Background: an optimization exercise with open tools, aiming at small area. Do not read the settings as production practice. The RTL was checked by simulation tests, not by an equivalence proof against the original design. Power and IR drop assume default switching activity. The flow treats the clock pin as an ideal source, which a real chip does not have.

v9:
## fc_output_collector
module fc_output_collector #(
    parameter int N_NEURONS = fc_output_collector_pkg::N_HIDDEN,
    parameter int DATA_W    = fc_output_collector_pkg::DATA_W_DEF,
    parameter bit RELU_EN   = 1'b1,
    parameter int CNT_W     = fc_output_collector_pkg::CNT_W_DEF
) (
    input  logic                  clk,
    input  logic                  reset,
    input  logic [DATA_W-1:0]     s_data,
    input  logic                  s_valid,
    input  logic                  s_done,
    output logic                  m_start,
    output logic [DATA_W-1:0]     m_data,
    output logic                  m_valid,
    output logic                  frame_done,
    output logic                  busy,
    output logic                  err_short,
    output logic                  err_drop
);
For scale: roughly 4400 cells after synthesis, about 42 I/O pins, ~0.054 mm2 of cells after synthesis.
clock: 4.0 ns
lec_check: 0
cap_margin: 20
core_margin: 2
core_utilization: 60
slew_margin: 20
standard.sh (not shown) runs the stock make flow with config.mk's settings and CLKGATE_MAP_FILE= SYNTH_SCRIPT=/design/flow/synth_recipe.tcl, a recipe that flattens the netlist after the stock synthesis.
==> flow/flow/run.sh <==
#!/bin/bash
# Layout flow: the standard ORFS flow (standard.sh) with these changes:
# - port buffers use the smallest buffer cell;
# - after global placement, flow/fanout_tree.tcl rebuilds the buffer trees of
#   the two shift-register control nets as one level of clustered buf_4s;
# - clock tree synthesis uses larger sink clusters of clkbuf_16 and inserts
#   no dummy loads.
# make's output goes to orfs_make.log; each ORFS step logs under orfs/logs.
set -euo pipefail
HERE=$(pwd)
CTS="-sink_clustering_enable -repair_clock_nets -sink_clustering_size 18 -sink_clustering_max_diameter 70 -buf_list sky130_fd_sc_hd__clkbuf_8 -dont_use_dummy_load"
bash standard.sh \
  "BUFFER_PORTS_ARGS=-buffer_cell sky130_fd_sc_hd__buf_1" \
  "POST_GLOBAL_PLACE_TCL=$HERE/flow/fanout_tree.tcl" \
  "CTS_ARGS=$CTS" \
  finish > orfs_make.log 2>&1
==> flow/flow/fanout_tree.tcl <==
# Rebuild the buffer trees of the shift-register control nets (the nets driven
# by the shift_r and shift_n_r flip-flops): the loads are split by recursive
# bisection into clusters of at most ft_max pins, each driven by one
# buf_4 placed at its centre, and the leaf buffers are driven by one buf_12
# at their centre.
proc ft_is_buf {master} {
  return [regexp {__(buf|clkbuf)_[0-9]+$} $master]
}

proc ft_split {pts k} {
  # pts: list of {x y pinname}; splits them into k clusters of near-equal
  # size by recursive bisection across the longer side.
  if {$k <= 1} { return [list $pts] }
  set xs [lsort -real [lmap p $pts {lindex $p 0}]]
  set ys [lsort -real [lmap p $pts {lindex $p 1}]]
  set dx [expr {[lindex $xs end] - [lindex $xs 0]}]
  set dy [expr {[lindex $ys end] - [lindex $ys 0]}]
  set i [expr {$dx >= $dy ? 0 : 1}]
  set s [lsort -real -index $i $pts]
  set k1 [expr {$k / 2}]
  set h [expr {[llength $s] * $k1 / $k}]
  return [concat [ft_split [lrange $s 0 [expr {$h - 1}]] $k1] \
            [ft_split [lrange $s $h end] [expr {$k - $k1}]]]
}

proc ft_centre {pts} {
  set sx 0.0; set sy 0.0
  foreach p $pts { set sx [expr {$sx + [lindex $p 0]}]; set sy [expr {$sy + [lindex $p 1]}] }
  set n [llength $pts]
  return [list [expr {$sx / $n}] [expr {$sy / $n}]]
}

proc ft_rebuild {pattern max leaf root} {
  set block [ord::get_db_block]
  set dbu [$block getDbUnitsPerMicron]
  set drv ""
  foreach inst [$block getInsts] {
    if {[string match $pattern [$inst getName]]} { set drv $inst; break }
  }
  if {$drv eq ""} { puts "fanout_tree: no instance matches $pattern"; return }
  set q [$drv findITerm Q]
  # Walk the buffer tree below the flip-flop.
  set bufs {}
  set todo [list [$q getNet]]
  set nloads 0
  while {[llength $todo]} {
    set net [lindex $todo 0]; set todo [lrange $todo 1 end]
    foreach it [$net getITerms] {
      if {[$it isOutputSignal]} { continue }
      set inst [$it getInst]
      if {[ft_is_buf [[$inst getMaster] getName]]} {
        lappend bufs [$inst getName]
        lappend todo [[$inst findITerm X] getNet]
      } else {
        incr nloads
      }
    }
  }
  puts "fanout_tree: [$drv getName]: [llength $bufs] buffers, $nloads loads"
  # Remove the old tree: bypass each buffer, leaves first.
  foreach name [lreverse $bufs] {
    set b [$block findInst $name]
    set in [[[$b findITerm A] getNet] getName]
    set out [[[$b findITerm X] getNet] getName]
    set loads {}
    foreach it [[[$b findITerm X] getNet] getITerms] {
      if {[$it getInst] eq $b} { continue }
      lappend loads "[[$it getInst] getName]/[[$it getMTerm] getName]"
    }
    foreach l $loads {
      disconnect_pin $out [get_pins $l]
      connect_pin $in [get_pins $l]
    }
    delete_instance [get_cells $name]
    delete_net [get_nets $out]
  }
  estimate_parasitics -placement
  set net [$q getNet]
  set pts {}
  foreach it [$net getITerms] {
    if {[$it isOutputSignal]} { continue }
    set inst [$it getInst]
    set b [$inst getBBox]
    lappend pts [list [expr {([$b xMin] + [$b xMax]) / 2.0 / $dbu}] [expr {([$b yMin] + [$b yMax]) / 2.0 / $dbu}] "[$inst getName]/[[$it getMTerm] getName]"]
  }
  set clusters [ft_split $pts [expr {([llength $pts] + $max - 1) / $max}]]
  set leafins {}
  set i 0
  foreach c $clusters {
    set pins [get_pins [lmap p $c {lindex $p 2}]]
    set xy [ft_centre $c]
    set b [insert_buffer -buffer_cell $leaf -net [get_nets [$net getName]] -load_pins $pins -location $xy]
    lappend leafins [list {*}$xy "[get_full_name $b]/A"]
    incr i
  }
  set xy [ft_centre $leafins]
  insert_buffer -buffer_cell $root -net [get_nets [[$q getNet] getName]] -load_pins [get_pins [lmap p $leafins {lindex $p 2}]] -location $xy
  puts "fanout_tree: [$drv getName]: $i leaf buffers"
}

if {![info exists ft_max]} { set ft_max 100 }
foreach pat {shift_r$* shift_n_r$*} {
  ft_rebuild $pat $ft_max sky130_fd_sc_hd__buf_4 sky130_fd_sc_hd__buf_12
}
Edits applied to the flow inputs when going from v9 to v6:
Settings: changing CORE_UTILIZATION from 60 to 70.
-- flow/flow/run.sh --
<<< v9, line 9
set -euo pipefail
HERE=$(pwd)
CTS="-sink_clustering_enable -repair_clock_nets -sink_clustering_size 18 -sink_clustering_max_diameter 70 -buf_list sky130_fd_sc_hd__clkbuf_8 -dont_use_dummy_load"
bash standard.sh \
  "BUFFER_PORTS_ARGS=-buffer_cell sky130_fd_sc_hd__buf_1" \
>>> v6, line 9
set -euo pipefail
HERE=$(pwd)
CTS="-sink_clustering_enable -repair_clock_nets -sink_clustering_size 20 -sink_clustering_max_diameter 80 -buf_list sky130_fd_sc_hd__clkbuf_8 -dont_use_dummy_load"
bash standard.sh \
  "BUFFER_PORTS_ARGS=-buffer_cell sky130_fd_sc_hd__buf_1" \
Against v9 as the reference, v6 delivers a lower part of the power in the clock network.
Re combinational share of power: v9 was lower than v6.
Sequential share of layout area (v6 over v9): increase, 0.41 points
Summary of v6 over v9: combinational power increased about 2%, maximum clock frequency went up by 2.1%, routed wire length moved up.
Diff v9 -> v6: maximum number of pins on one net before global-route repair ~0 delta; multiplexer area fraction after synthesis shows no meaningful change.
Setup changes, v6 to v24
Settings: swapping 70 for 60 in CORE_UTILIZATION.
-- flow/flow/run.sh --
<<< v6, line 9
set -euo pipefail
HERE=$(pwd)
CTS="-sink_clustering_enable -repair_clock_nets -sink_clustering_size 20 -sink_clustering_max_diameter 80 -buf_list sky130_fd_sc_hd__clkbuf_8 -dont_use_dummy_load"
bash standard.sh \
  "BUFFER_PORTS_ARGS=-buffer_cell sky130_fd_sc_hd__buf_1" \
>>> v24, line 9
set -euo pipefail
HERE=$(pwd)
CTS="-sink_clustering_enable -repair_clock_nets -sink_clustering_size 36 -sink_clustering_max_diameter 80 -buf_list sky130_fd_sc_hd__clkbuf_16 -dont_use_dummy_load"
bash standard.sh \
  "BUFFER_PORTS_ARGS=-buffer_cell sky130_fd_sc_hd__buf_1" \
-- flow/flow/fanout_tree.tcl --
<<< v6, line 99
}

if {![info exists ft_max]} { set ft_max 100 }
foreach pat {shift_r$* shift_n_r$*} {
  ft_rebuild $pat $ft_max sky130_fd_sc_hd__buf_4 sky130_fd_sc_hd__buf_12
>>> v24, line 99
}

if {![info exists ft_max]} { set ft_max 120 }
foreach pat {shift_r$* shift_n_r$*} {
  ft_rebuild $pat $ft_max sky130_fd_sc_hd__buf_4 sky130_fd_sc_hd__buf_12
Notes after the runs:
- Sort v24 and v6 by wire length of the first global-routing pass, descending, and v6 comes first.
- | routed length per instance | higher: v6 |
- Achievable frequency: v24 vs v6 up about 4%
- Tightest hold margin delta (v24 − v6): favourable
- v24 — power share of the combinational group 0.2 points lower, v6 as reference
## Diff of input files: v15 against v24
==> flow/flow/run.sh <==
#!/bin/bash
# Layout flow: the standard ORFS flow (standard.sh) with these changes:
# - port buffers use the smallest buffer cell;
# - after global placement, flow/fanout_tree.tcl rebuilds the buffer trees of
#   the two shift-register control nets as one level of clustered buf_4s;
# - clock tree synthesis uses sink clusters of up to 20 flip-flops on clkbuf_8
#   and inserts
#   no dummy loads.
# make's output goes to orfs_make.log; each ORFS step logs under orfs/logs.
set -euo pipefail
HERE=$(pwd)
CTS="-sink_clustering_enable -repair_clock_nets -sink_clustering_size 20 -sink_clustering_max_diameter 80 -buf_list sky130_fd_sc_hd__clkbuf_8 -dont_use_dummy_load"
bash standard.sh \
  "BUFFER_PORTS_ARGS=-buffer_cell sky130_fd_sc_hd__buf_1" \
  "POST_GLOBAL_PLACE_TCL=$HERE/flow/fanout_tree.tcl" \
  "CTS_ARGS=$CTS" \
  finish > orfs_make.log 2>&1
-- flow/flow/fanout_tree.tcl --
<<< v24, line 99
}

if {![info exists ft_max]} { set ft_max 120 }
foreach pat {shift_r$* shift_n_r$*} {
  ft_rebuild $pat $ft_max sky130_fd_sc_hd__buf_4 sky130_fd_sc_hd__buf_12
>>> v15, line 99
}

if {![info exists ft_max]} { set ft_max 100 }
foreach pat {shift_r$* shift_n_r$*} {
  ft_rebuild $pat $ft_max sky130_fd_sc_hd__buf_4 sky130_fd_sc_hd__buf_12
## What came out
v15: PASS, flow complete, no timing, DRC or antenna violations. Total power shrinks slightly when moving from v24 to v15. When v15 is set beside v24, its worst vdd rail ir drop turns out to be 0.000076 V smaller. v15 vs. v24: sequential share of layout area shows an increase of 0.19 points, logic depth of the worst setup path including buffers shows no meaningful change, leakage power summed over all cells shows no meaningful change. Diff v24 -> v15: non-clock buffer count has increased, setup violation total in the final timing report held, number of non-filler instances in the completed layout went up. Compared with v24, v15 shows a clock period minus final worst setup slack that is 0.12 ns higher.

## port drivers added, routing unchanged
How much do the figures lean on ideal ports? The routed layouts below were timed once more, with nothing changed but the port constraints. Step 1 assumes that a clkbuf_16 drives the clock port and a buf_2 every other input. Step 2, shift: input delay + t, output delay - t, t = (earliest + latest rising clock arrival at the registers) / 2. This alone moves slack from input paths to output paths. Slacks: ideal ports / drivers / drivers and shift; pairs: ideal ports / drivers.
run | t, ns | slack for setup (ns) | worst hold slack (ns) | slew at the worst register clock pin (ns)
v9 | 0.828 | 1.711 / 1.650 / 1.876 | 0.074 / 0.037 / 0.402 | 0.11 / 0.11
v6 | 0.792 | 1.758 / 1.693 / 1.890 | 0.158 / 0.118 / 0.412 | 0.12 / 0.12
v24 | 0.731 | 1.847 / 1.782 / 1.940 | 0.190 / 0.149 / 0.432 | 0.12 / 0.12
v15 | 0.829 | 1.723 / 1.657 / 1.877 | 0.077 / 0.035 / 0.403 | 0.12 / 0.12
After both steps setup and hold are still met in every run listed.
